This design comes from an exercise in tuning for small area, a short achievable clock period and few clock cycles on the open sky130 flow, not from production work.
RTL that was checked went through simulation tests only; none was proved equivalent to the original.
Power figures rest on the tool's default switching activity, not on a simulated workload.

// rvCoreTop
module rvCoreTop (
    input  logic        clk,
    input  logic        reset,
    output logic [31:0] paddr,
    output logic        psel,
    output logic        penable,
    output logic        pwrite,
    output logic [31:0] pwdata,
    output logic [3:0]  pstrb,
    input  logic [31:0] prdata,
    input  logic        pready
);
Size: about 3900 cells after synthesis, roughly 1200 flip-flops, about 110 I/O pins.
==> flow/config.mk <==
export PLATFORM = sky130hd
export DESIGN_NAME = rvCoreTop
export DESIGN_NICKNAME = rvCoreTop
export VERILOG_FILES = /design/flow/design.v
export SDC_FILE = /design/flow/constraint.sdc
export NUM_CORES = 4
export LEC_CHECK = 0
export CAP_MARGIN = 20
export CORE_MARGIN = 2
export CORE_UTILIZATION = 40
export CTS_CLUSTER_DIAMETER = 110
export CTS_CLUSTER_SIZE = 27
export PLACE_DENSITY = 0.6
export SLEW_MARGIN = 20
==> flow/constraint.sdc <==
create_clock -name core_clock -period 10.0 [get_ports {clk}]
set_input_delay 2.0000 -clock core_clock [delete_from_list [all_inputs] [get_ports {clk}]]
set_output_delay 2.0000 -clock core_clock [all_outputs]
set_load 0.01 [all_outputs]
standard.sh (not shown) runs the stock make flow with config.mk's settings and CLKGATE_MAP_FILE= SYNTH_SCRIPT=/design/flow/synth_recipe.tcl, a recipe that flattens the netlist after the stock synthesis.
==> flow/flow/run.sh <==
#!/bin/bash
set -euo pipefail
bash standard.sh SETUP_SLACK_MARGIN=6.5 \
    'BUFFER_PORTS_ARGS=-buffer_cell sky130_fd_sc_hd__buf_2' finish > flow_standard.log 2>&1
The first run finished clean.
Next try:
--- a/flow/flow/run.sh
+++ b/flow/flow/run.sh
@@ -3 +3 @@
-bash standard.sh SETUP_SLACK_MARGIN=6.5 \
+bash standard.sh SETUP_SLACK_MARGIN=6.2 \
Result: Power drops by 1.0%. Global-route usage drops by 2.2 points. Sequential cell count stays the same.
No run of this note included a check of the RTL's function; only the layout flow was run.

---

The RTL this note starts from:
==> flow/design.v <==
`timescale 1ns/1ps
module rvCoreTop (
    input  logic        clk,
    input  logic        reset,
    output logic [31:0] paddr,
    output logic        psel,
    output logic        penable,
    output logic        pwrite,
    output logic [31:0] pwdata,
    output logic [3:0]  pstrb,
    input  logic [31:0] prdata,
    input  logic        pready
);
    localparam logic [6:0] OP_LUI    = 7'b0110111;
    localparam logic [6:0] OP_IMM    = 7'b0010011;
    localparam logic [6:0] OP_REG    = 7'b0110011;
    localparam logic [6:0] OP_LOAD   = 7'b0000011;
    localparam logic [6:0] OP_STORE  = 7'b0100011;
    localparam logic [6:0] OP_BRANCH = 7'b1100011;
    logic        pselQ, penQ, busData, kill;
    logic [31:2] paddrQ;
    logic        pwriteQ;
    logic [3:0]  pstrbQ;
    logic [31:2] fpc;
    logic        irAhead;
    logic        irV;
    logic [31:0] ir;
    logic xR2;      
    logic xAlu;     
    logic xBr;      
    logic xLd;      
    logic xSt;      
    logic xLwait;   
    logic xLw;      
    logic [31:0] opA, opB;
    logic [4:0]  xRd, xRs2;
    logic [6:0]  xImmHi;
    logic [2:0]  xF3;
    logic [4:0]  xSel;     
    logic        xInv, xBrF;
    logic [1:0]  xAhead;   
    logic [1:0]  xOff;
    logic [31:1] rSelQ;    
    logic        resetQ;   
    logic [31:0] regs [1:31];
    assign paddr   = {paddrQ, 2'b00};
    assign psel    = pselQ;
    assign penable = penQ;
    assign pwrite  = pwriteQ;
    assign pwdata  = opB;   
    assign pstrb   = pstrbQ;
    logic busFree, xferDone, landing, dataDone, fetchSetup;
    assign xferDone   = pselQ & penQ & pready;
    assign busFree    = ~pselQ | xferDone;
    assign landing    = xferDone & ~busData & ~kill;
    assign dataDone   = xferDone & busData;
    assign fetchSetup = pselQ & ~penQ & ~busData;
    logic [6:0] op;
    logic isLui, isOpi, isOp, isLd, isSt, isBr;
    logic [31:0] immI, immS, immU;
    assign op    = ir[6:0];
    assign isLui = op == OP_LUI;
    assign isOpi = op == OP_IMM;
    assign isOp  = op == OP_REG;
    assign isLd  = op == OP_LOAD;
    assign isSt  = op == OP_STORE;
    assign isBr  = op == OP_BRANCH;
    assign immI  = {{20{ir[31]}}, ir[31:20]};
    assign immS  = {{20{ir[31]}}, ir[31:25], ir[11:7]};
    assign immU  = {ir[31:12], 12'b0};
    logic [31:0] rData;
    always_comb begin
        rData = 32'd0;
        for (int r = 1; r < 32; r++) rData = rData | (regs[r] & {32{rSelQ[r]}});
    end
    logic [31:0] sum, aluOut;
    logic        lt, eq, taken;
    assign sum = opA + opB + {31'd0, xInv};   
    assign lt  = $signed(opA) < $signed(opB);
    assign eq  = opA == opB;
    always_comb begin
        aluOut = ({32{xSel[0]}} & sum) | {31'd0, xSel[1] & lt} | ({32{xSel[2]}} & (opA ^ opB)) |
                 ({32{xSel[3]}} & (opA | opB)) | ({32{xSel[4]}} & (opA & opB));
    end
    always_comb begin
        case ({xF3[2], xF3[0]})
            2'b00:   taken = eq;
            2'b01:   taken = ~eq;
            2'b10:   taken = lt;
            default: taken = ~lt;
        endcase
    end
    logic        redirect, redirQ;
    logic [11:0] brOff, adjQ;
    logic [31:2] target;
    assign redirect = redirQ;
    assign brOff  = {xImmHi[6], xImmHi[6], xRd[0], xImmHi[5:0], xRd[4:2]} - {10'd0, xAhead} - 12'd1;
    assign target = fpc + {{18{adjQ[11]}}, adjQ};
    logic [31:0] lane, ldVal;
    assign lane = opB >> {xOff, 3'b000};
    always_comb begin
        case (xF3[1:0])
            2'b00:   ldVal = {{24{lane[7] & ~xF3[2]}}, lane[7:0]};
            2'b01:   ldVal = {{16{lane[15] & ~xF3[2]}}, lane[15:0]};
            default: ldVal = lane;
        endcase
    end
    logic s1, s1Go, dataReq, dataGo, fetchGo, fetchOk, irVNext;
    logic xR2N, xAluN, xBrN, xLdN, xStN, xLwaitN, xLwN;
    assign s1      = irV & ~(xR2 | xLd | xSt | xLwait | xLw) & ~(pselQ & busData & pwriteQ);
    assign s1Go    = s1 & ~redirect;
    assign dataReq = (xLd | xSt) & ~redirect;
    assign dataGo  = busFree & dataReq;
    assign xR2N    = s1Go & (isOp | isBr);
    assign xAluN   = (s1Go & (isLui | isOpi)) | (xR2 & ~xBrF & ~redirect);
    assign xBrN    = xR2 & xBrF & ~redirect;
    assign xLdN    = (s1Go & isLd) | (xLd & ~busFree & ~redirect);
    assign xStN    = (s1Go & isSt) | (xSt & ~busFree & ~redirect);
    assign xLwaitN = (xLd & busFree & ~redirect) | (xLwait & ~dataDone);
    assign xLwN    = xLwait & dataDone;
    assign irVNext = (landing & ~redirect) | (irV & ~s1 & ~redirect);
    assign fetchOk = ~(s1 & (isLd | isSt) & landing);
    assign fetchGo = busFree & ~dataReq & fetchOk & ~xBr;
    always_ff @(posedge clk) begin
        if (reset) begin
            pselQ   <= 1'b0;
            penQ    <= 1'b0;
            busData <= 1'b0;
            kill    <= 1'b0;
            redirQ  <= 1'b0;
            fpc     <= '0;
            irV     <= 1'b0;
            xR2     <= 1'b0;
            xAlu    <= 1'b0;
            xBr     <= 1'b0;
            xLd     <= 1'b0;
            xSt     <= 1'b0;
            xLwait  <= 1'b0;
            xLw     <= 1'b0;
        end else begin
            if (busFree) begin
                pselQ   <= dataGo | fetchGo;
                penQ    <= 1'b0;
                busData <= dataGo;
            end else if (~penQ) begin
                penQ <= 1'b1;
            end
            kill <= pselQ & ~busData & ~xferDone & (kill | redirect);
            redirQ <= xBr & taken;
            if (redirect) fpc <= target;
            else if (fetchSetup) fpc <= paddrQ + 30'd1;
            irV    <= irVNext;
            xR2    <= xR2N;
            xAlu   <= xAluN;
            xBr    <= xBrN;
            xLd    <= xLdN;
            xSt    <= xStN;
            xLwait <= xLwaitN;
            xLw    <= xLwN;
        end
    end
    always_ff @(posedge clk) begin
        adjQ <= brOff - {11'd0, fetchSetup};
        if (landing) irAhead <= 1'b0;
        else if (fetchSetup) irAhead <= 1'b1;
        xAhead <= (s1 ? {1'b0, irAhead} : xAhead) + {1'b0, fetchSetup};
    end
    always_ff @(posedge clk) begin
        if (dataGo) begin
            paddrQ  <= sum[31:2];
            pwriteQ <= xSt;
            pstrbQ  <= xSt ?
                       4'((xF3[1] ? 4'b1111 : xF3[0] ? 4'b0011 : 4'b0001) << sum[1:0]) : 4'b0000;
        end else if (fetchGo) begin
            paddrQ  <= redirect ? target : fpc;
            pwriteQ <= 1'b0;
            pstrbQ  <= 4'b0000;
        end
    end
    always_ff @(posedge clk) begin
        if (landing) ir <= prdata;
    end
    logic [4:0] rIdxN;
    logic       rs2Next;
    assign rs2Next = (s1 & (isOp | isBr | isSt)) | xSt;
    assign rIdxN = rs2Next ? (s1 ? ir[24:20] : xRs2) : ir[19:15];
    always_ff @(posedge clk) begin
        for (int r = 1; r < 32; r++)
            rSelQ[r] <= (landing & ~rs2Next) ? (prdata[19:15] == 5'(r)) : (rIdxN == 5'(r));
    end
    logic bypass;
    assign bypass = xAlu && (xRd != 5'd0) && (xRd == ir[19:15]);
    always_ff @(posedge clk) begin
        if (s1) begin
            opA    <= (isLui | bypass) ? (isLui ? 32'd0 : aluOut) : rData;
            xRd    <= ir[11:7];
            xRs2   <= ir[24:20];
            xImmHi <= ir[31:25];
            xF3    <= isLui ? 3'b000 : ir[14:12];
            xInv   <= isOp & (ir[14:12] == 3'b000) & ir[30];
            xBrF   <= isBr;
        end
        if (reset) xSel <= 5'b00000;
        else if (s1)
            xSel <= {5{isLui | isOpi | isOp}} & (isLui ? 5'b00001 :
                    (ir[14:12] == 3'b010) ? 5'b00010 : (ir[14:12] == 3'b100) ? 5'b00100 :
                    (ir[14:12] == 3'b110) ? 5'b01000 : (ir[14:12] == 3'b111) ? 5'b10000 : 5'b00001);
        if (xR2) opB <= rData ^ {32{xInv}};
        else if (xSt & busFree) opB <= rData << {sum[1:0], 3'b000};
        else if (s1) opB <= isSt ? immS : isLui ? immU : immI;
        else if (xLwait & dataDone) opB <= prdata;
        if (xLd & busFree) xOff <= sum[1:0];
    end
    logic        wEn;
    logic [31:0] wData, wDataG;
    assign wEn    = ((xAlu & ~redirect) | xLw) & (xRd != 5'd0);
    assign wData  = aluOut | ({32{xLw}} & ldVal);
    assign wDataG = wData;
    always_ff @(posedge clk) begin
        resetQ <= reset;
        for (int r = 1; r < 32; r++) begin
            if (resetQ | (wEn & (xRd == 5'(r)))) regs[r] <= wDataG;
        end
    end
endmodule
==> flow/config.mk <==
export PLATFORM = sky130hd
export DESIGN_NAME = rvCoreTop
export DESIGN_NICKNAME = rvCoreTop
export VERILOG_FILES = /design/flow/design.v
export SDC_FILE = /design/flow/constraint.sdc
export NUM_CORES = 4
export LEC_CHECK = 0
export CAP_MARGIN = 20
export CORE_MARGIN = 2
export CORE_UTILIZATION = 40
export CTS_CLUSTER_DIAMETER = 100
export CTS_CLUSTER_SIZE = 25
export PLACE_DENSITY = 0.6
export SLEW_MARGIN = 20
export TNS_END_PERCENT = 20
==> flow/constraint.sdc <==
create_clock -name core_clock -period 10.0 [get_ports {clk}]
set_input_delay 2.0000 -clock core_clock [delete_from_list [all_inputs] [get_ports {clk}]]
set_output_delay 2.0000 -clock core_clock [all_outputs]
set_load 0.01 [all_outputs]
==> flow/flow/run.sh <==
#!/bin/bash
set -euo pipefail
bash standard.sh SETUP_SLACK_MARGIN=6.6 \
    'BUFFER_PORTS_ARGS=-buffer_cell sky130_fd_sc_hd__buf_2' finish > flow_standard.log 2>&1
Testbench counts at the start, summed over its fixed seeds: cycles 75,814.
Change:
==> flow/flow/run.sh (replaced) <==
#!/bin/bash
set -euo pipefail
bash standard.sh SETUP_SLACK_MARGIN=6.2 \
    'BUFFER_PORTS_ARGS=-buffer_cell sky130_fd_sc_hd__buf_2' finish > flow_standard.log 2>&1
Settings changed: TNS_END_PERCENT 20 to not set.
The new run completed with no timing, DRC or antenna violations.
Final area falls slightly.
Setup slack gets worse by 130 ps.
Die area stays the same.
Sequential cell count is unchanged.
Critical path depth rises by 12.
Change:
==> flow/flow/run.sh (replaced) <==
#!/bin/bash
set -euo pipefail
bash standard.sh SETUP_SLACK_MARGIN=6.45 \
    'BUFFER_PORTS_ARGS=-buffer_cell sky130_fd_sc_hd__buf_2' finish > flow_standard.log 2>&1
Settings changed: CTS_CLUSTER_SIZE 25 to 28.
=> The new run finished with timing, DRC and antenna clean. Synthesized area does not change. Setup slack gains 180 ps. Die area does not change. Utilization goes up by 0.54 points.
Change:
==> flow/flow/run.sh (replaced) <==
#!/bin/bash
set -euo pipefail
bash standard.sh SETUP_SLACK_MARGIN=6.75 \
    'BUFFER_PORTS_ARGS=-buffer_cell sky130_fd_sc_hd__buf_2' finish > flow_standard.log 2>&1
Settings changed: CTS_CLUSTER_SIZE 28 to 25.
Result: Via count climbs by a few percent. Die area does not change. Clock-buffer cell count climbs by 15. Power climbs slightly.
Change:
==> flow/flow/run.sh (replaced) <==
#!/bin/bash
set -euo pipefail
bash standard.sh SETUP_SLACK_MARGIN=6.2 \
    'BUFFER_PORTS_ARGS=-buffer_cell sky130_fd_sc_hd__buf_2' finish > flow_standard.log 2>&1
Settings changed: CTS_CLUSTER_DIAMETER 100 to 120, CTS_CLUSTER_SIZE 25 to 30.
After rerunning: The changed run passed the timing, DRC and antenna checks. Die area does not change. Global-route usage came out lower by 0.74 points. Clock-buffer cell count came out lower by 16. Clock skew grows by 16 ps. Hold slack got worse by 3.2 ps. Routed wire length decreases by 5.8%. Final area shrinks by 6.8%. Total power drops by 3.1%. Combinational power goes down by 13%. Final cell count falls by 3.8%.

==> afterwards: timing with drivers on the ports <==
The flow's constraints put no driver on any port. The routed layouts listed below were extracted and timed again, unchanged, in two steps.
Step 1: set_driving_cell puts a clkbuf_16 on clk and a buf_2 on each other input, an assumption about the parent block.
Step 2 moves the port delays by t, midway between the first and last clock arrival at a register: inputs arrive t later, outputs are due t later. That takes back most of the time a late clock gives input paths.
Three values: ideal, step 1, step 2; two values: the first two.
| run | t, ns | setup slack, ns | latest minus earliest clock arrival (ns) | worst data-port slew with drivers (ns) |
|---|---|---|---|---|
| the first run of note 1 | 0.778 | 6.353 / 6.344 / 5.958 | 0.059 / 0.059 | 0.04 |
| the second run of note 1 | 0.770 | 6.136 / 6.136 / 5.614 | 0.034 / 0.034 | 0.05 |
| the first run of note 2 | 0.764 | 6.387 / 6.308 / 5.714 | 0.046 / 0.046 | 0.07 |
| the second run of note 2 | 0.780 | 6.258 / 6.258 / 5.562 | 0.054 / 0.055 | 0.06 |
| the third run of note 2 | 0.783 | 6.441 / 6.365 / 5.675 | 0.068 / 0.068 | 0.06 |
| the fourth run of note 2 | 0.788 | 6.453 / 6.382 / 6.014 | 0.052 / 0.052 | 0.07 |
| the fifth run of note 2 | 0.785 | 6.297 / 6.293 / 5.575 | 0.067 / 0.067 | 0.06 |
After both steps every run listed still meets setup and hold. The setup slack of the third run of note 2, which loses most, moves by -0.076 ns with the drivers and by -0.766 ns with both steps.
